This design comes from an exercise in tuning for small area, a short achievable clock period and few clock cycles per item on the open sky130 flow, not from production work.
Only simulation tests tie the RTL to the original design; equivalence was not proved.
Power and IR drop assume default switching activity.

File: design/flow/config.mk
export PLATFORM = sky130hd
export DESIGN_NAME = bounded_ordered_list
export DESIGN_NICKNAME = bounded_ordered_list
export VERILOG_FILES = /design/flow/design.v
export SDC_FILE = /design/flow/constraint.sdc
export NUM_CORES = 4
export LEC_CHECK = 0
export CAP_MARGIN = 20
export CORE_MARGIN = 2
export CORE_UTILIZATION = 40
export SLEW_MARGIN = 20
File: design/flow/constraint.sdc
create_clock -name core_clock -period 5.0 [get_ports {clk}]
set_input_delay 1.0000 -clock core_clock [delete_from_list [all_inputs] [get_ports {clk}]]
set_output_delay 1.0000 -clock core_clock [all_outputs]
set_load 0.01 [all_outputs]
File: design/flow/run.sh
#!/bin/bash
# synth_recipe.tcl (not shown) runs the flow's synth.tcl, then flattens the netlist and writes it again
# the make line also repeats each setting of config.mk as NAME=value (left out here)
make -C /OpenROAD-flow-scripts/flow DESIGN_CONFIG=/design/flow/config.mk WORK_HOME=/design/flow/orfs CLKGATE_MAP_FILE= SYNTH_SCRIPT=/design/flow/synth_recipe.tcl finish
File: design/flow/design.v
package blist_pkg;
    localparam logic [2:0] CMD_INS_FRONT = 3'd0;
    localparam logic [2:0] CMD_INS_BACK  = 3'd1;
    localparam logic [2:0] CMD_INS_AT    = 3'd2;
    localparam logic [2:0] CMD_RM_FRONT  = 3'd3;
    localparam logic [2:0] CMD_RM_BACK   = 3'd4;
    localparam logic [1:0] ST_OK    = 2'd0;
    localparam logic [1:0] ST_RANGE = 2'd1;
    localparam logic [1:0] ST_EMPTY = 2'd2;
    localparam logic [1:0] ST_FULL  = 2'd3;
    typedef struct packed {
        logic load;
        logic init;
        logic step_wr;
        logic final_upd;
        logic result_load;
    } blist_ctl_t;
    typedef struct packed {
        logic act;
        logic more;
    } blist_sts_t;
endpackage
import blist_pkg::*;
module blist_ctrl
(
    input  logic       clk,
    input  logic       rst_n,
    input  logic       in_valid,
    output logic       in_ready,
    output logic       out_valid,
    input  logic       out_ready,
    input  blist_pkg::blist_sts_t sts,
    output blist_pkg::blist_ctl_t ctl
);
    typedef enum logic [5:0] {
        S_IDLE  = 6'b000001,
        S_INIT  = 6'b000010,
        S_STEP  = 6'b000100,
        S_WRITE = 6'b001000,
        S_FINAL = 6'b010000,
        S_DONE  = 6'b100000
    } state_t;
    state_t state_reg, state_next;
    logic   out_valid_reg, out_valid_next;
    logic   slot_free;
    assign in_ready  = (state_reg == S_IDLE);
    assign out_valid = out_valid_reg;
    assign slot_free = !out_valid_reg || out_ready;
    always_comb
    begin
        state_next = state_reg;
        ctl        = '0;
        case (state_reg)
            S_IDLE:
            begin
                if (in_valid)
                begin
                    ctl.load   = 1'b1;
                    state_next = S_INIT;
                end
            end
            S_INIT:
            begin
                ctl.init   = 1'b1;
                state_next = S_STEP;
            end
            S_STEP:
            begin
                if (sts.act && sts.more)
                    state_next = S_WRITE;
                else
                    state_next = S_FINAL;
            end
            S_WRITE:
            begin
                ctl.step_wr = 1'b1;
                state_next  = S_STEP;
            end
            S_FINAL:
            begin
                ctl.final_upd = 1'b1;
                state_next    = S_DONE;
            end
            S_DONE:
            begin
                if (slot_free)
                begin
                    ctl.result_load = 1'b1;
                    state_next      = S_IDLE;
                end
            end
            default:
            begin
                state_next = S_IDLE;
            end
        endcase
    end
    always_comb
    begin
        out_valid_next = out_valid_reg;
        if (ctl.result_load)
            out_valid_next = 1'b1;
        else if (out_ready)
            out_valid_next = 1'b0;
    end
    always_ff @(posedge clk or negedge rst_n)
    begin
        if (!rst_n)
        begin
            state_reg     <= S_IDLE;
            out_valid_reg <= 1'b0;
        end
        else
        begin
            state_reg     <= state_next;
            out_valid_reg <= out_valid_next;
        end
    end
endmodule
import blist_pkg::*;
module blist_dp
#(
    parameter int DEPTH      = 16,
    parameter int DATA_WIDTH = 32
)
(
    input  logic               clk,
    input  logic               rst_n,
    input  blist_pkg::blist_ctl_t ctl,
    output blist_pkg::blist_sts_t sts,
    input  logic [2:0]         command,
    input  logic signed [31:0] value,
    input  logic [4:0]         position,
    output logic [1:0]         status,
    output logic [4:0]         size,
    output logic               is_empty,
    output logic signed [31:0] front_value,
    output logic signed [31:0] back_value
);
    localparam int CntW = $clog2(DEPTH + 1);
    localparam int AddrW = $clog2(DEPTH);
    localparam int PosW = (CntW > 5) ? CntW : 5;
    localparam int ExtW = (DATA_WIDTH > 32) ? DATA_WIDTH : 32;
    logic [DATA_WIDTH-1:0] mem [DEPTH];
    logic [DATA_WIDTH-1:0] rdata_reg;
    logic [2:0]            cmd_reg;
    logic [DATA_WIDTH-1:0] word_reg;
    logic [4:0]            pos_reg;
    logic [CntW-1:0]       idx_reg, idx_next;
    logic [CntW-1:0]       count_reg, count_next;
    logic [DATA_WIDTH-1:0] front_reg, back_reg;
    logic [1:0]            st_reg;
    logic [1:0]            status_reg;
    logic [4:0]            size_reg;
    logic                  empty_reg;
    logic [31:0]           front_out_reg, back_out_reg;
    logic                  is_ins, is_rmf, is_rmb;
    logic                  full, range_bad, count_zero;
    logic [1:0]            status_code;
    logic [CntW-1:0]       p_eff;
    logic [CntW-1:0]       rd_idx;
    logic [CntW:0]         idx_plus1;
    logic                  mem_we;
    logic [AddrW-1:0]      waddr;
    logic [DATA_WIDTH-1:0] wdata;
    logic [ExtW-1:0]       value_ext, front_ext, back_ext;
    logic [PosW-1:0]       cnt_wide, pos_wide;
    assign is_ins = (cmd_reg == CMD_INS_FRONT) || (cmd_reg == CMD_INS_BACK)
                 || (cmd_reg == CMD_INS_AT);
    assign is_rmf = (cmd_reg == CMD_RM_FRONT);
    assign is_rmb = (cmd_reg == CMD_RM_BACK);
    assign count_zero = (count_reg == '0);
    assign full       = (count_reg == CntW'(DEPTH));
    assign cnt_wide   = PosW'(count_reg);
    assign pos_wide   = PosW'(pos_reg);
    assign range_bad  = (cmd_reg == CMD_INS_AT) && (pos_wide > cnt_wide);
    always_comb
    begin
        status_code = ST_OK;
        if (is_ins)
        begin
            if (range_bad)
                status_code = ST_RANGE;
            else if (full)
                status_code = ST_FULL;
        end
        else if (is_rmf || is_rmb)
        begin
            if (count_zero)
                status_code = ST_EMPTY;
        end
    end
    always_comb
    begin
        case (cmd_reg)
            CMD_INS_FRONT: p_eff = '0;
            CMD_INS_BACK:  p_eff = count_reg;
            default:       p_eff = CntW'(pos_reg);
        endcase
    end
    assign idx_plus1 = {1'b0, idx_reg} + (CntW + 1)'(1);
    always_comb
    begin
        sts.act  = (status_code == ST_OK) && (is_ins || is_rmf || is_rmb);
        sts.more = 1'b0;
        rd_idx   = idx_reg - CntW'(1);
        if (is_ins)
            sts.more = (idx_reg > p_eff);
        else if (is_rmf)
        begin
            sts.more = (idx_plus1 < {1'b0, count_reg});
            rd_idx   = idx_plus1[CntW-1:0];
        end
        else if (is_rmb)
        begin
            sts.more = (count_reg >= CntW'(2)) && (idx_reg == count_reg);
            rd_idx   = idx_reg - CntW'(2);
        end
    end
    assign mem_we = (ctl.step_wr && (is_ins || is_rmf))
                 || (ctl.final_upd && sts.act && is_ins);
    assign waddr  = ctl.step_wr ? idx_reg[AddrW-1:0] : p_eff[AddrW-1:0];
    assign wdata  = ctl.step_wr ? rdata_reg : word_reg;
    always_ff @(posedge clk)
    begin
        if (mem_we)
            mem[waddr] <= wdata;
        rdata_reg <= mem[rd_idx[AddrW-1:0]];
    end
    assign value_ext = ExtW'(value);
    always_comb
    begin
        idx_next = idx_reg;
        if (ctl.init)
            idx_next = is_rmf ? '0 : count_reg;
        else if (ctl.step_wr)
            idx_next = is_rmf ? idx_plus1[CntW-1:0] : idx_reg - CntW'(1);
    end
    always_comb
    begin
        count_next = count_reg;
        if (ctl.final_upd && sts.act)
            count_next = is_ins ? count_reg + CntW'(1) : count_reg - CntW'(1);
    end
    always_ff @(posedge clk or negedge rst_n)
    begin
        if (!rst_n)
            count_reg <= '0;
        else
            count_reg <= count_next;
    end
    always_ff @(posedge clk)
    begin
        idx_reg <= idx_next;
        if (ctl.load)
        begin
            cmd_reg  <= command;
            word_reg <= value_ext[DATA_WIDTH-1:0];
            pos_reg  <= position;
        end
        if (ctl.step_wr && is_rmf && (idx_reg == '0))
            front_reg <= rdata_reg;
        if (ctl.step_wr && is_rmb)
            back_reg <= rdata_reg;
        if (ctl.final_upd)
        begin
            st_reg <= status_code;
            if (sts.act && is_ins)
            begin
                if (p_eff == '0)
                    front_reg <= word_reg;
                if (p_eff == count_reg)
                    back_reg <= word_reg;
            end
        end
    end
    assign front_ext = ExtW'($signed(front_reg));
    assign back_ext  = ExtW'($signed(back_reg));
    always_ff @(posedge clk)
    begin
        if (ctl.result_load)
        begin
            status_reg    <= st_reg;
            size_reg      <= cnt_wide[4:0];
            empty_reg     <= count_zero;
            front_out_reg <= count_zero ? '0 : front_ext[31:0];
            back_out_reg  <= count_zero ? '0 : back_ext[31:0];
        end
    end
    assign status      = status_reg;
    assign size        = size_reg;
    assign is_empty    = empty_reg;
    assign front_value = front_out_reg;
    assign back_value  = back_out_reg;
endmodule
import blist_pkg::*;
module bounded_ordered_list
#(
    parameter int DEPTH      = 16,
    parameter int DATA_WIDTH = 32
)
(
    input  logic               clk,
    input  logic               rst_n,
    input  logic               in_valid,
    output logic               in_ready,
    input  logic [2:0]         command,
    input  logic signed [31:0] value,
    input  logic [4:0]         position,
    output logic               out_valid,
    input  logic               out_ready,
    output logic [1:0]         status,
    output logic [4:0]         size,
    output logic               is_empty,
    output logic signed [31:0] front_value,
    output logic signed [31:0] back_value
);
    blist_pkg::blist_ctl_t ctl;
    blist_pkg::blist_sts_t sts;
    blist_ctrl u_ctrl (
        .clk       (clk),
        .rst_n     (rst_n),
        .in_valid  (in_valid),
        .in_ready  (in_ready),
        .out_valid (out_valid),
        .out_ready (out_ready),
        .sts       (sts),
        .ctl       (ctl)
    );
    blist_dp #(
        .DEPTH      (DEPTH),
        .DATA_WIDTH (DATA_WIDTH)
    ) u_dp (
        .clk         (clk),
        .rst_n       (rst_n),
        .ctl         (ctl),
        .sts         (sts),
        .command     (command),
        .value       (value),
        .position    (position),
        .status      (status),
        .size        (size),
        .is_empty    (is_empty),
        .front_value (front_value),
        .back_value  (back_value)
    );
endmodule
==> summary.txt <==
- Top cell type's share of synthesized area: 66.2%
- Die area: 73700 um^2
- Simple-Gate Fraction of Synth Area: 5.96%
- Seq/Total Area, Yosys: 74.0%
- Worst Clk Skew: 0.0199 ns
- Worst reg2reg startpoint: u_dp.count_reg[2]
- Worst Setup Start Kind: flop
- Die span in y: 271 um
- Setup TNS: 0 ns
- Worst path arrival time: 4.29 ns
- Area growth syn-to-layout: 17.7%
- Mux cell area share after synthesis: 12.4%
- Switch Pwr: 4620 uW
- Adder-cell area share of the yosys netlist: 1.08%
- TritonCTS buffer count: 75
- Slowest cell on crit path: nor2_4
- Crit end category: flop
- Ys Warns: 2
- Global-route wire length before repair: 98600 um
- Power Total: 16300 uW
- Die W: 271 um
- Synth Area in XOR/XNOR: 0.551%
- Crit-path most repeated cell: a21o_1
- EDFF count, synth: 631
- Global-route met3 utilization: 3.03%
- Count of input and output buffers: 117
- Clock Sinks: 739
- Drt pass-1 iters: 5
- Comb pwr share: 19.2%
- Crit path launch: u_dp.count_reg[2]
- Cells after synthesis: 1647
- CP required: 5.30 ns
- Starting Density: 40.2%
- Distinct cells, synth: 56
- Synth area leader: edfxtp_1
- Synth cell count leaders: 631 x edfxtp_1, 154 x nand2_1, 126 x mux4_2
- Avg Inst Size Synth: 17.4 um^2
- CORE AREA: 71100 um^2
- Reg2Reg Capture Point: u_dp.mem[5][27]
- Hold Worst Slack: 0.419 ns
- Final period util: 79.7%
- Most used routing layer: met2
- Worst min path class: reg -> reg
- Final #Nets: 1866
- Leakage: 0.0115 uW
- Vias in the first global route: 15308
- Clock-pin slew on the worst setup and hold paths: 0.06 ns
- Via density: 5.36
- Endpoints failing setup: 0
- Async S/R FF share, synth: 1.62%
- CTS Buffer Depth: 3
- CP max FO: 20
- Antenna violations before repair: 0
- Hold Buf Count CTS: 0
- Detailed Place HPWL: 41600 um
- DRT Wirelength: 65200 um
- Clock Latency Late Sink: 0.61 ns
- Pwr dens: 484 nW/um^2
- Relative slew slack: 29.1%
- Synthesized flop and latch total: 739
- Ys flop type: edfxtp_1
- R2R Setup Slk: 1.01 ns
- Worst slew pin tran: 1.06 ns
- Inserted Diodes: 0
- Final Util: 47.3%
- CTS tree: done
- Vias post-DR: 15049
- Pin count of the biggest net entering global routing: 72
- Max Fclk: 251 MHz
- Clock power frac: 34.3%
- CP peak stage delay: 0.61 ns
- Sw frac: 28.3%
- Total track usage: 17.8%
- Largest family of logic cells by synthesized area: multiplexers
- Starting DRT DRC Count: 1471
- Syn Nets: 1715
- RSZ-0062 raised after global routing: no
- Most flops, register: u_dp.mem
- Top area cells in the synthesized netlist: edfxtp_1 66%, mux4_2 9.9%, dfxtp_1 6.7%
- Residual DRC: 0
- Largest register FFs: 512
- Critical Path Sink: u_dp.mem[5][27]
- MaxCap Viol Count: 0
- Gpl congestion: 0.880
- Total grt overflow: 0
- I/O Pins: 118
- Antenna-violating nets left: 0
- Status: finished clean
- Post-synthesis compound-gate area fraction: 4.41%
- Crit Path Class: reg -> reg
- Hold Path Stages: 0
- R2r worst-path depth: 10
- Most frequent cell after synthesis: edfxtp_1
- Row Count: 98
- Int Pwr: 11700 uW
- CTS resizes: 0
- Clk root buf: clkbuf_16
- Fin crit period: 3.99 ns
- CTS H-tree lvls: 3
- Proportion of layout cells with a drive suffix above 1: 16.7%
- Final Max Tran Viols: 0
- Final hold violations: 0
- Seq pwr share: 46.6%
- Critical-path cell list: inv_1 > ha_1 > a21o_1 > a21o_1 > a221o_1 > a211oi_1 > o21bai_1 > o21ai_1 > nor2_4 > buf_4
- Post-Syn Area: 28600 um^2
- M2 GR Usage: 28.0%
- Grt met1 use: 26.0%
- Routed length per placed instance: 23.2 um
- VDD IR-drop max: 0.365 mV
- Post-CTS Setup Bufs: 0
[how the worst min path moves through the flow]
stage | start | endpoint | slack, ns
4_1_cts | u_dp.st_reg[1] | u_dp.status_reg[1] | 0.42
6_report | u_dp.st_reg[1] | u_dp.status_reg[1] | 0.42
5_1_grt | u_dp.st_reg[1] | u_dp.status_reg[1] | 0.43
3_5_place_dp | u_dp.st_reg[1] | u_dp.status_reg[1] | 0.41
2_1_floorplan | u_dp.st_reg[0] | u_dp.status_reg[0] | 0.40
3_3_place_gp | u_dp.st_reg[0] | u_dp.status_reg[0] | 0.41
[layout by cell type, fill, tap and decap left out, types with 5 or more instances in the layout]
| cell | synthesis | routed |
|---|---|---|
| a21oi_1 | 73 | 73 |
| clkbuf_16 | 0 | 76 |
| a21boi_0 | 6 | 6 |
| xnor2_1 | 17 | 16 |
| mux4_2 | 126 | 126 |
| clkinv_2 | 0 | 10 |
| nand3_1 | 11 | 11 |
| o21a_1 | 5 | 5 |
| nor2_4 | 0 | 16 |
| nand2_1 | 154 | 152 |
| nor2_1 | 88 | 70 |
| inv_1 | 18 | 18 |
| clkbuf_1 | 47 | 23 |
| a22oi_1 | 64 | 64 |
| nand3b_1 | 5 | 5 |
| nor3_1 | 5 | 5 |
| ha_1 | 23 | 23 |
| buf_4 | 0 | 36 |
| a21o_1 | 5 | 5 |
| o21ai_0 | 20 | 18 |
| dfrtp_1 | 11 | 11 |
| nor2b_1 | 68 | 67 |
| nand2b_1 | 5 | 5 |
| dfxtp_1 | 96 | 96 |
| clkbuf_8 | 0 | 6 |
| edfxtp_1 | 631 | 631 |
| clkdlybuf4s50_1 | 0 | 117 |
| mux2i_1 | 71 | 71 |
| bufinv_16 | 0 | 7 |
| buf_12 | 0 | 9 |
| clkinv_1 | 0 | 7 |
[worst max-delay path, delay by kind of cell, from the launching register on]
kind                       cells  cell delay [ns]
and+or+nand+nor                1             0.61
DFF                            1             0.51
AOI/OAI and AO/OA              6             1.68
buffers and inverters          2             0.52
adders and majority gates      1             0.33
[power groups by stage]
stage,clock network [uW],registers [uW],logic [uW]
final,5580,7580,3120
after detailed placement,0,7700,3150
after CTS,5700,7570,3160
after global placement,0,7690,3090
after global routing,5960,7610,3410
after floorplan,0,7500,2150
[final cells by class]
type | count | area, um^2
fillers | 5984 | 37500
flip-flops and latches | 739 | 21200
multi-input cells | 802 | 7150
clock buffers | 105 | 2070
repair buffers | 162 | 1620
well taps | 950 | 1190
clock inverters | 33 | 380
inverters | 18 | 67.6
[through the flow]
| stage | setup WS [ns] | area (um^2) | instances |
|---|---|---|---|
| global placement | 0.780 | 31200 | 2671 |
| detailed placement | 0.773 | 31200 | 2671 |
| floorplan | 0.154 | 28600 | 1647 |
| CTS | 0.730 | 33600 | 2809 |
| global route | 0.690 | 33600 | 2809 |
| finish | 1.01 | 33600 | 2809 |
[kinds of logic (layout without fill, tap and decap cells)]
group / Yosys count / in the layout
compound gates: 197 / 197
xor+xnor: 18 / 18
fa+ha+maj: 24 / 24
buf+inv: 106 / 318
flops: 739 / 739
mux: 198 / 198
simple gates: 365 / 365
[layer usage]
| metal | part of all wire, % | vias to the layer above |
|---|---|---|
| met5 | 0 | - |
| met4 | 1.4 | 0 |
| met3 | 6.4 | 71 |
| met2 | 47 | 519 |
| met1 | 45 | 7748 |
| li1 | - | 6711 |
Testbench counts, summed over its fixed seeds: cycles 160,594, items 16,000.

[separate check: timing with driven ports]
The results above use ideal ports. As a check the final layout listed here was re-extracted and re-timed, cells and wires unchanged.
Step 1 assumes that a clkbuf_16 drives the clock port and a buf_2 every other input.
Step 2 adds t to the input delays and takes it off the output delays; t is the mean of the earliest and latest rising clock arrival at the registers after step 1. Input paths then give back, and output paths get back, about the clock's delay inside the block.
Slacks: no drivers / after step 1 / after step 2; pairs: no drivers / after step 1.
shift t [ns]: 0.659
setup slack, ns: 1.014 / 1.014 / 1.014
worst hold slack (ns): 0.419 / 0.419 / 0.419
worst setup path at the end: register to register
pins driven straight from the clock port: 1
After both steps this run still meets setup and hold. For this run, drivers alone change the setup slack by 0.000 ns; drivers and shift together by 0.000 ns.
